This design comes from an exercise in tuning for small area and a short achievable clock period on the open sky130 flow, not from production work.
In this exercise RTL edits were held to simulation tests only and were not proved equivalent to the original.

==> delta <==
==> flow/design.v <==
`timescale 1ns/10ps
module fetch_unit (
  input  logic        clk,
  input  logic        rst,
  input  logic        step,
  input  logic        x,
  input  logic        is_br,    
  input  logic        inv,      
  input  logic [31:0] inst,
  output logic [5:0]  pc
);
  logic [5:0] pc_t, pc_f, off, tgt, seq;
  assign off = {inst[27:25], inst[11:9]};
  assign pc  = x ? pc_t : pc_f;
  assign tgt = x ? pc_t + off : pc_f + off;
  assign seq = x ? pc_t + 6'd1 : pc_f + 6'd1;
  always_ff @(posedge clk) begin
    if (rst) begin
      pc_t <= '0;
      pc_f <= '0;
    end else if (step) begin
      if (is_br) begin
        pc_t <= inv ? seq : tgt;
        pc_f <= inv ? tgt : seq;
      end else begin
        pc_t <= seq;
        pc_f <= seq;
      end
    end else begin
      pc_t <= pc;
      pc_f <= pc;
    end
  end
endmodule
`timescale 1ns/10ps
module register_bank (
  input  logic        clk,
  input  logic        write_en,
  input  logic [4:0]  rd,
  input  logic [31:0] wdata,
  input  logic [4:0]  rs1,
  input  logic [4:0]  rs2,
  input  logic [4:0]  mon_addr,
  output logic [31:0] rs1_data,
  output logic [31:0] rs2_data,
  output logic [31:0] mon_data
);
  logic [31:0] regs [32];
  logic [1023:0] flat;
  always_comb begin
    for (int i = 0; i < 32; i++) flat[32*i +: 32] = regs[i];
  end
  always_ff @(posedge clk) begin
    for (int i = 1; i < 32; i++) begin
      if (write_en && rd == 5'(i)) regs[i] <= wdata;
    end
  end
  assign regs[0] = '0;
  read_mux32 u_rd1 (.w(flat), .a(rs1), .y(rs1_data));
  read_mux32 u_rd2 (.w(flat), .a(rs2), .y(rs2_data));
  read_mux32 u_rd3 (.w(flat), .a(mon_addr), .y(mon_data));
endmodule
module read_mux32 (
  input  logic [1023:0] w,
  input  logic [4:0]    a,
  output logic [31:0]   y
);
  logic [511:0] l1;
  logic [255:0] l2;
  logic [127:0] l3;
  logic [63:0]  l4;
  always_comb begin
    for (int i = 0; i < 16; i++) l1[32*i +: 32] = a[0] ? w[64*i+32 +: 32] : w[64*i +: 32];
    for (int i = 0; i < 8; i++)  l2[32*i +: 32] = a[1] ? l1[64*i+32 +: 32] : l1[64*i +: 32];
    for (int i = 0; i < 4; i++)  l3[32*i +: 32] = a[2] ? l2[64*i+32 +: 32] : l2[64*i +: 32];
    for (int i = 0; i < 2; i++)  l4[32*i +: 32] = a[3] ? l3[64*i+32 +: 32] : l3[64*i +: 32];
    y = a[4] ? l4[63:32] : l4[31:0];
  end
endmodule
`timescale 1ns/10ps
module decode_unit (
  input  logic        clk,
  input  logic        rst,
  input  logic        step,
  input  logic [31:0] inst,
  input  logic [31:0] rs1_val,
  input  logic [31:0] rs2_val,
  output logic [31:0] pa,
  output logic [31:0] pb,
  output logic [4:0]  pidx,
  output logic [4:0]  prd,
  output logic [9:0]  psel,
  output logic        pwr,
  output logic        pld,
  output logic        pst,
  output logic        pbr_eq,    
  output logic        pbr_sgn,   
  output logic [3:0]  peq,
  output logic [3:0]  pltu,
  output logic        plts
);
  localparam [6:0] OP_REG    = 7'b0110011;
  localparam [6:0] OP_IMM    = 7'b0010011;
  localparam [6:0] OP_LOAD   = 7'b0000011;
  localparam [6:0] OP_STORE  = 7'b0100011;
  localparam [6:0] OP_BRANCH = 7'b1100011;
  localparam S_ADD = 0, S_SUB = 1, S_SLL = 2, S_SLT = 3, S_SLTU = 4,
             S_XOR = 5, S_SRL = 6, S_SRA = 7, S_OR = 8, S_AND = 9;
  logic [6:0]  opcode;
  logic [2:0]  f3;
  logic [4:0]  rd;
  logic        is_reg, is_imm, is_load, is_store, is_branch;
  logic [31:0] op_b;
  logic [9:0]  sel;
  logic [6:0]  imm_lo;
  logic [4:0]  mem_idx;
  assign imm_lo  = inst[5] ? {inst[26:25], inst[11:7]} : inst[26:20];
  assign mem_idx = 5'((rs1_val[6:0] + imm_lo) >> 2);
  assign opcode    = inst[6:0];
  assign f3        = inst[14:12];
  assign rd        = inst[11:7];
  assign is_reg    = opcode == OP_REG;
  assign is_imm    = opcode == OP_IMM;
  assign is_load   = opcode == OP_LOAD;
  assign is_store  = opcode == OP_STORE;
  assign is_branch = opcode == OP_BRANCH;
  assign op_b = inst[5] ? rs2_val : {{20{inst[31]}}, inst[31:20]};
  always_comb begin
    sel = '0;
    case (f3)
      3'd0:    sel[(inst[30] && inst[5]) ? S_SUB : S_ADD] = 1'b1;
      3'd1:    sel[S_SLL]  = 1'b1;
      3'd2:    sel[S_SLT]  = 1'b1;
      3'd3:    sel[S_SLTU] = 1'b1;
      3'd4:    sel[S_XOR]  = 1'b1;
      3'd5:    sel[inst[30] ? S_SRA : S_SRL] = 1'b1;
      3'd6:    sel[S_OR]   = 1'b1;
      default: sel[S_AND]  = 1'b1;
    endcase
  end
  logic [31:0] beq, blt;
  logic [7:0]  geq, gltu;
  logic        glts;
  logic [3:0]  heq, hltu;
  logic        hlts;
  assign beq = ~(rs1_val ^ op_b);
  assign blt = ~rs1_val & op_b;
  always_comb begin
    for (int g = 0; g < 8; g++) begin
      geq[g]  = &beq[4*g +: 4];
      gltu[g] = blt[4*g+3]
             || (beq[4*g+3] && blt[4*g+2])
             || (beq[4*g+3] && beq[4*g+2] && blt[4*g+1])
             || (beq[4*g+3] && beq[4*g+2] && beq[4*g+1] && blt[4*g]);
    end
    glts = (rs1_val[31] && !op_b[31])
        || (beq[31] && blt[30])
        || (beq[31] && beq[30] && blt[29])
        || (beq[31] && beq[30] && beq[29] && blt[28]);
  end
  always_comb begin
    for (int h = 0; h < 4; h++) begin
      heq[h]  = geq[2*h+1] && geq[2*h];
      hltu[h] = gltu[2*h+1] || (geq[2*h+1] && gltu[2*h]);
    end
    hlts = glts || (geq[7] && gltu[6]);
  end
  always_ff @(posedge clk) begin
    peq  <= heq;
    pltu <= hltu;
    plts <= hlts;
    pa   <= rs1_val;
    pb   <= op_b ^ {32{is_reg && f3 == 3'd0 && inst[30]}};
    pidx <= mem_idx;
    prd  <= rd;
    psel <= sel & {10{!is_load}};
    pwr  <= step && (is_reg || is_imm || is_load) && rd != 5'd0;
    pld  <= is_load;
    pst  <= step && is_store;
    pbr_eq  <= f3[2:1] == 2'b00;
    pbr_sgn <= f3[2:1] == 2'b10;
  end
endmodule
`timescale 1ns/10ps
module execute_unit (
  input  logic [31:0] a,
  input  logic [31:0] b,
  input  logic [9:0]  sel,
  input  logic        br_eq,
  input  logic        br_sgn,
  input  logic [3:0]  geq,
  input  logic [3:0]  gltu,
  input  logic        glts,
  output logic [31:0] alu_res,
  output logic        x
);
  localparam S_ADD = 0, S_SUB = 1, S_SLL = 2, S_SLT = 3, S_SLTU = 4,
             S_XOR = 5, S_SRL = 6, S_SRA = 7, S_OR = 8, S_AND = 9;
  logic        lt, ltu, eq;
  logic [31:0] bx, sum, sll, srl;
  logic        low_lt;    
  assign low_lt = gltu[2] || (geq[2] && gltu[1]) || (geq[2] && geq[1] && gltu[0]);
  assign eq     = &geq;
  assign ltu    = gltu[3] || (geq[3] && low_lt);
  assign lt     = glts    || (geq[3] && low_lt);
  assign bx = b;
  always_comb begin
    logic [31:0] g, p, gn, pn;
    g = a & bx;
    p = a ^ bx;
    g[0] = g[0] | (p[0] & sel[S_SUB]);
    for (int d = 1; d < 32; d = d * 2) begin
      gn = g;
      pn = p;
      for (int i = d; i < 32; i++) begin
        gn[i] = g[i] | (p[i] & g[i-d]);
        pn[i] = p[i] & p[i-d];
      end
      g = gn;
      p = pn;
    end
    sum = (a ^ bx) ^ {g[30:0], sel[S_SUB]};
  end
  logic [31:0] sh_in, sh_out;
  logic        sh_fill;
  always_comb begin
    for (int i = 0; i < 32; i++) sh_in[i] = sel[S_SLL] ? a[31-i] : a[i];
  end
  assign sh_fill = sel[S_SRA] && a[31];
  assign sh_out  = 32'($signed({sh_fill, sh_in}) >>> b[4:0]);
  always_comb begin
    for (int i = 0; i < 32; i++) sll[i] = sh_out[31-i];
  end
  assign srl = sh_out;
  assign alu_res = ({32{sel[S_ADD] | sel[S_SUB]}} & sum)
                 | ({32{sel[S_SLL]}}  & sll)
                 | ({32{sel[S_SLT]}}  & {31'b0, lt})
                 | ({32{sel[S_SLTU]}} & {31'b0, ltu})
                 | ({32{sel[S_XOR]}}  & (a ^ b))
                 | ({32{sel[S_SRL] | sel[S_SRA]}} & srl)
                 | ({32{sel[S_OR]}}   & (a | b))
                 | ({32{sel[S_AND]}}  & (a & b));
  assign x = br_eq ? eq
           : ((br_sgn ? glts : gltu[3]) || (geq[3] && low_lt));
endmodule
`timescale 1ns/10ps
module data_memory (
  input  logic        clk,
  input  logic        write_en,
  input  logic [4:0]  idx,
  input  logic [31:0] wdata,
  output logic [31:0] rdata,
  input  logic [4:0]  mon_addr,
  output logic [31:0] mon_data
);
  logic [31:0] mem [32];
  logic [1023:0] flat;
  always_comb begin
    for (int i = 0; i < 32; i++) flat[32*i +: 32] = mem[i];
  end
  always_ff @(posedge clk) begin
    for (int i = 0; i < 32; i++) begin
      if (write_en && idx == 5'(i)) mem[i] <= wdata;
    end
  end
  read_mux32 u_rd1 (.w(flat), .a(idx), .y(rdata));
  read_mux32 u_rd2 (.w(flat), .a(mon_addr), .y(mon_data));
endmodule
`timescale 1ns/10ps
module monitor_port (
  input  logic        clk,
  input  logic        rst,
  input  logic        wb_cyc,
  input  logic        wb_stb,
  input  logic [5:0]  wb_adr,
  input  logic [31:0] reg_data,
  input  logic [31:0] mem_data,
  input  logic        reg_hit,
  input  logic [31:0] reg_pend,
  input  logic        mem_hit,
  input  logic [31:0] mem_pend,
  output logic [31:0] wb_dat,
  output logic        wb_ack
);
  always_ff @(posedge clk) begin
    if (rst) begin
      wb_ack <= 1'b0;
    end else begin
      wb_ack <= wb_cyc && wb_stb && !wb_ack;
    end
    if (wb_adr[5]) begin
      wb_dat <= mem_hit ? mem_pend : mem_data;
    end else begin
      wb_dat <= reg_hit ? reg_pend : reg_data;
    end
  end
endmodule
`timescale 1ns/10ps
module rv_step_core (
  input  logic        clk,
  input  logic        rst,
  input  logic        step,
  output logic [5:0]  imem_addr,
  input  logic [31:0] imem_data,
  input  logic        wb_cyc,
  input  logic        wb_stb,
  input  logic [5:0]  wb_adr,
  output logic [31:0] wb_dat,
  output logic        wb_ack
);
  logic [31:0] pa, pb;
  logic [4:0]  prd;
  logic [9:0]  psel;
  logic        pwr, pld, pst;
  logic        pbr_eq, pbr_sgn;
  logic [3:0]  peq, pltu;
  logic        plts;
  logic [4:0]  rs1, rs2;
  logic [31:0] rf_rs1, rf_rs2;
  logic [31:0] rs1_val, rs2_val;
  logic [31:0] alu_res, ld_data, result;
  logic [4:0]  mem_idx;
  logic        x;
  logic [31:0] mon_reg, mon_mem;
  assign rs1 = imem_data[19:15];
  assign rs2 = imem_data[24:20];
  decode_unit u_decode (
    .clk     (clk),
    .rst     (rst),
    .step    (step),
    .inst    (imem_data),
    .rs1_val (rs1_val),
    .rs2_val (rs2_val),
    .pa      (pa),
    .pb      (pb),
    .pidx    (mem_idx),
    .prd     (prd),
    .psel    (psel),
    .pwr     (pwr),
    .pld     (pld),
    .pst     (pst),
    .pbr_eq  (pbr_eq),
    .pbr_sgn (pbr_sgn),
    .peq     (peq),
    .pltu    (pltu),
    .plts    (plts)
  );
  execute_unit u_execute (
    .a       (pa),
    .b       (pb),
    .sel     (psel),
    .br_eq   (pbr_eq),
    .br_sgn  (pbr_sgn),
    .geq     (peq),
    .gltu    (pltu),
    .glts    (plts),
    .alu_res (alu_res),
    .x       (x)
  );
  assign result  = ({32{pld}} & ld_data) | alu_res;
  assign rs1_val = (pwr && prd == rs1) ? result : rf_rs1;
  assign rs2_val = (pwr && prd == rs2) ? result : rf_rs2;
  register_bank u_regs (
    .clk      (clk),
    .write_en (pwr),
    .rd       (prd),
    .wdata    (result),
    .rs1      (rs1),
    .rs2      (rs2),
    .mon_addr (wb_adr[4:0]),
    .rs1_data (rf_rs1),
    .rs2_data (rf_rs2),
    .mon_data (mon_reg)
  );
  data_memory u_dmem (
    .clk      (clk),
    .write_en (pst),
    .idx      (mem_idx),
    .wdata    (pb),
    .rdata    (ld_data),
    .mon_addr (wb_adr[4:0]),
    .mon_data (mon_mem)
  );
  fetch_unit u_fetch (
    .clk    (clk),
    .rst    (rst),
    .step   (step),
    .x      (x),
    .is_br  (imem_data[6:0] == 7'b1100011 && imem_data[14:13] != 2'b01),
    .inv    (imem_data[12]),
    .inst   (imem_data),
    .pc     (imem_addr)
  );
  monitor_port u_monitor (
    .clk      (clk),
    .rst      (rst),
    .wb_cyc   (wb_cyc),
    .wb_stb   (wb_stb),
    .wb_adr   (wb_adr),
    .reg_data (mon_reg),
    .mem_data (mon_mem),
    .reg_hit  (pwr && prd == wb_adr[4:0]),
    .reg_pend (result),
    .mem_hit  (pst && mem_idx == wb_adr[4:0]),
    .mem_pend (pb),
    .wb_dat   (wb_dat),
    .wb_ack   (wb_ack)
  );
endmodule
==> flow/flow/run.sh <==
#!/bin/bash
# Layout flow: the standard flow (standard synthesis unchanged) with
#  - the port buffers made from sky130_fd_sc_hd__buf_4 instead of the default
#    choice (a delay buffer),
#  - timing repair allowed to change a cell's footprint, so that such cells
#    can be replaced, and
#  - timing repair aiming further below the clock period (a setup margin of
#    6.5 ns) on the worst path only (TNS_END_PERCENT 0), so that the achieved
#    period keeps improving past 5 ns.
# The constraints (clock period, I/O delays, loads) are the standard flow's, unchanged.
# Each make run writes its full output to a log here; ORFS's own per-step logs
# are under orfs/logs.
set -euo pipefail
bash standard.sh \
  "BUFFER_PORTS_ARGS=-buffer_cell sky130_fd_sc_hd__buf_4" \
  "MATCH_CELL_FOOTPRINT=0" \
  "SETUP_SLACK_MARGIN=6.5" \
  "TNS_END_PERCENT=0" \
  finish > standard_finish.log 2>&1
==> flow/standard.sh <==
#!/bin/bash
# synth_recipe.tcl (not shown) runs the flow's synth.tcl, then flattens the netlist and writes it again
# the make line also repeats each setting of config.mk as NAME=value (left out here)
make -C /OpenROAD-flow-scripts/flow DESIGN_CONFIG=/design/flow/config.mk WORK_HOME=/design/flow/orfs CLKGATE_MAP_FILE= SYNTH_SCRIPT=/design/flow/synth_recipe.tcl "${@:-finish}"
==> flow/config.mk <==
export PLATFORM = sky130hd
export DESIGN_NAME = rv_step_core
export DESIGN_NICKNAME = rv_step_core
export VERILOG_FILES = /design/flow/design.v
export SDC_FILE = /design/flow/constraint.sdc
export NUM_CORES = 4
export LEC_CHECK = 0
export CAP_MARGIN = 20
export CORE_MARGIN = 2
export CORE_UTILIZATION = 40
export SETUP_SLACK_MARGIN = 5
export SLEW_MARGIN = 20
export TNS_END_PERCENT = 0
==> flow/constraint.sdc <==
create_clock -name core_clock -period 10.0 [get_ports {clk}]
set_input_delay 2.0000 -clock core_clock [delete_from_list [all_inputs] [get_ports {clk}]]
set_output_delay 2.0000 -clock core_clock [all_outputs]
set_load 0.01 [all_outputs]
==> ember: changes against delta <==
--- a/flow/design.v
+++ b/flow/design.v
@@ -60,3 +60,13 @@
   read_mux32 u_rd2 (.w(flat), .a(rs2), .y(rs2_data));
-  read_mux32 u_rd3 (.w(flat), .a(mon_addr), .y(mon_data));
+  always_comb begin
+    logic [31:0] l1 [16];
+    logic [31:0] l2 [8];
+    logic [31:0] l3 [4];
+    logic [31:0] l4 [2];
+    for (int i = 0; i < 16; i++) l1[i] = mon_addr[0] ? regs[2*i+1] : regs[2*i];
+    for (int i = 0; i < 8; i++)  l2[i] = mon_addr[1] ? l1[2*i+1] : l1[2*i];
+    for (int i = 0; i < 4; i++)  l3[i] = mon_addr[2] ? l2[2*i+1] : l2[2*i];
+    for (int i = 0; i < 2; i++)  l4[i] = mon_addr[3] ? l3[2*i+1] : l3[2*i];
+    mon_data = mon_addr[4] ? l4[1] : l4[0];
+  end
 endmodule
@@ -88,3 +98,5 @@
   output logic [31:0] pa,
-  output logic [31:0] pb,
+  output logic [31:0] pp,      
+  output logic [31:0] pg,      
+  output logic [4:0]  psh,     
   output logic [4:0]  pidx,
@@ -112,3 +124,3 @@
   logic        is_reg, is_imm, is_load, is_store, is_branch;
-  logic [31:0] op_b;
+  logic [31:0] op_b, b_eff;
   logic [9:0]  sel;
@@ -127,2 +139,3 @@
   assign op_b = inst[5] ? rs2_val : {{20{inst[31]}}, inst[31:20]};
+  assign b_eff = op_b ^ {32{is_reg && f3 == 3'd0 && inst[30]}};
   always_comb begin
@@ -172,3 +185,5 @@
     pa   <= rs1_val;
-    pb   <= op_b ^ {32{is_reg && f3 == 3'd0 && inst[30]}};
+    pp   <= rs1_val ^ b_eff;
+    pg   <= rs1_val & b_eff;
+    psh  <= op_b[4:0];
     pidx <= mem_idx;
@@ -186,3 +201,5 @@
   input  logic [31:0] a,
-  input  logic [31:0] b,
+  input  logic [31:0] pp,
+  input  logic [31:0] pg,
+  input  logic [4:0]  shamt,
   input  logic [9:0]  sel,
@@ -199,3 +216,3 @@
   logic        lt, ltu, eq;
-  logic [31:0] bx, sum, sll, srl;
+  logic [31:0] sum, sll, srl;
   logic        low_lt;    
@@ -205,7 +222,6 @@
   assign lt     = glts    || (geq[3] && low_lt);
-  assign bx = b;
   always_comb begin
     logic [31:0] g, p, gn, pn;
-    g = a & bx;
-    p = a ^ bx;
+    g = pg;
+    p = pp;
     g[0] = g[0] | (p[0] & sel[S_SUB]);
@@ -221,3 +237,3 @@
     end
-    sum = (a ^ bx) ^ {g[30:0], sel[S_SUB]};
+    sum = pp ^ {g[30:0], sel[S_SUB]};
   end
@@ -229,3 +245,3 @@
   assign sh_fill = sel[S_SRA] && a[31];
-  assign sh_out  = 32'($signed({sh_fill, sh_in}) >>> b[4:0]);
+  assign sh_out  = 32'($signed({sh_fill, sh_in}) >>> shamt);
   always_comb begin
@@ -238,6 +254,6 @@
                  | ({32{sel[S_SLTU]}} & {31'b0, ltu})
-                 | ({32{sel[S_XOR]}}  & (a ^ b))
+                 | ({32{sel[S_XOR]}}  & pp)
                  | ({32{sel[S_SRL] | sel[S_SRA]}} & srl)
-                 | ({32{sel[S_OR]}}   & (a | b))
-                 | ({32{sel[S_AND]}}  & (a & b));
+                 | ({32{sel[S_OR]}}   & (pp | pg))
+                 | ({32{sel[S_AND]}}  & pg);
   assign x = br_eq ? eq
@@ -266,3 +282,13 @@
   read_mux32 u_rd1 (.w(flat), .a(idx), .y(rdata));
-  read_mux32 u_rd2 (.w(flat), .a(mon_addr), .y(mon_data));
+  always_comb begin
+    logic [31:0] l1 [16];
+    logic [31:0] l2 [8];
+    logic [31:0] l3 [4];
+    logic [31:0] l4 [2];
+    for (int i = 0; i < 16; i++) l1[i] = mon_addr[0] ? mem[2*i+1] : mem[2*i];
+    for (int i = 0; i < 8; i++)  l2[i] = mon_addr[1] ? l1[2*i+1] : l1[2*i];
+    for (int i = 0; i < 4; i++)  l3[i] = mon_addr[2] ? l2[2*i+1] : l2[2*i];
+    for (int i = 0; i < 2; i++)  l4[i] = mon_addr[3] ? l3[2*i+1] : l3[2*i];
+    mon_data = mon_addr[4] ? l4[1] : l4[0];
+  end
 endmodule
@@ -284,2 +310,4 @@
 );
+  logic [31:0] raw_q, pend_q;
+  logic        hit_q;
   always_ff @(posedge clk) begin
@@ -290,8 +318,7 @@
     end
-    if (wb_adr[5]) begin
-      wb_dat <= mem_hit ? mem_pend : mem_data;
-    end else begin
-      wb_dat <= reg_hit ? reg_pend : reg_data;
-    end
+    raw_q  <= wb_adr[5] ? mem_data : reg_data;
+    pend_q <= wb_adr[5] ? mem_pend : reg_pend;
+    hit_q  <= wb_adr[5] ? mem_hit : reg_hit;
   end
+  assign wb_dat = hit_q ? pend_q : raw_q;
 endmodule
@@ -310,3 +337,4 @@
 );
-  logic [31:0] pa, pb;
+  logic [31:0] pa, pp, pg, pb;
+  logic [4:0]  psh;
   logic [4:0]  prd;
@@ -334,3 +362,5 @@
     .pa      (pa),
-    .pb      (pb),
+    .pp      (pp),
+    .pg      (pg),
+    .psh     (psh),
     .pidx    (mem_idx),
@@ -349,3 +379,5 @@
     .a       (pa),
-    .b       (pb),
+    .pp      (pp),
+    .pg      (pg),
+    .shamt   (psh),
     .sel     (psel),
@@ -359,2 +391,3 @@
   );
+  assign pb = pa ^ pp;
   assign result  = ({32{pld}} & ld_data) | alu_res;
- CORE_UTILIZATION: 40 -> 50
- CTS_CLUSTER_DIAMETER: default -> 100
- CTS_CLUSTER_SIZE: default -> 24
==> reports/qor.yml <==
critical_path:
  critPathLaunch: "wb_adr[1]"
  crit_chain: "buf_16 > buf_16 > xor2_1 > nor4_1 > nand3_4 > buf_4 > o21ai_1 > nand2_1"
  slowest_delay_ps: 720
finish:
  finish.instance_area_sq_um: 132400
  sh_seq_area_pct: 47.91
  n_all_buffers: 519
clock_tree:
  path_clk_slew_ps: 70
  cts-buffers-inserted: 228
power_and_ir_drop:
  intPower_mw: 17.99
  power_mw: 25.53
  combinationalPowerShare_pct: 24.7
detailed_routing:
  wl_um: 438100
synthesis:
  ys.warnings.count: 10
  synthXorXnorAreaFrac_pct: 0.3605
grt:
  grt_pass1_wl_um: 599300
outcome:
  outcome: "no timing/DRC/antenna violations"
place:
  gp_congestion: 0.9714
That was delta.
==> reports/qor.yml <==
synthesis:
  syn_nets: 6142
  synth-edff-count: 2016
  ys.warnings.count: 18
  synth_top_area_share_pct: 52.74
  synthXorXnorAreaFrac_pct: 0.7096
  yosysMostFrequentCell: "edfxtp_1"
critical_path:
  r2r_start: "u_decode.pidx[0]"
  crit_chain: "buf_12 > buf_12 > buf_6 > clkbuf_16 > mux4_2 > mux4_2 > mux2_4 > a222oi_1 > nand4b_1 > buf_12 > a21o_1 > inv_1 > ha_1 > a21oi_2 > nor2b_1 > o21ai_1 > nand2b_1"
  slowest_delay_ps: 540
  critPathLaunch: "u_decode.pidx[0]"
power_and_ir_drop:
  intPower_mw: 16.07
  power_mw: 23.46
finish:
  clk_share_pct: 2.653
  sh_seq_area_pct: 50.87
  n_all_buffers: 456
grt:
  grt_pass1_wl_um: 568700
place:
  gp_congestion: 0.9784
outcome:
  outcome: "no timing/DRC/antenna violations"
floorplanning:
  io_pins: 82
clock_tree:
  cts-buffers-inserted: 108
  path_clk_slew_ps: 100
detailed_routing:
  wl_um: 415200
That was ember.

==> port drivers added, routing unchanged <==
The results above use ideal ports. As a check the final layouts listed here were re-extracted and re-timed, cells and wires unchanged.
Step 1 sets driving cells, clkbuf_16 on the clock port and buf_2 on the other inputs (assumed; they add their load-dependent delay and slew).
Step 2 adds t to the input delays and takes it off the output delays; t is the mean of the earliest and latest rising clock arrival at the registers after step 1. Input paths then give back, and output paths get back, about the clock's delay inside the block.
Three values: no drivers, after step 1, after step 2; two values: the first two.
run	shift t [ns]	setup slack, ns	hold WS [ns]	worst setup path at the end	clock arrival spread, ns
delta	0.982	5.132 / 4.967 / 3.985	0.443 / 0.443 / 0.443	input to register	0.101 / 0.101
ember	0.910	5.283 / 4.811 / 3.901	0.425 / 0.425 / 0.425	input to register	0.037 / 0.038
After both steps setup and hold are still met in every run listed. The setup slack of ember, which loses most, moves by -0.472 ns with the drivers and by -1.382 ns with both steps.
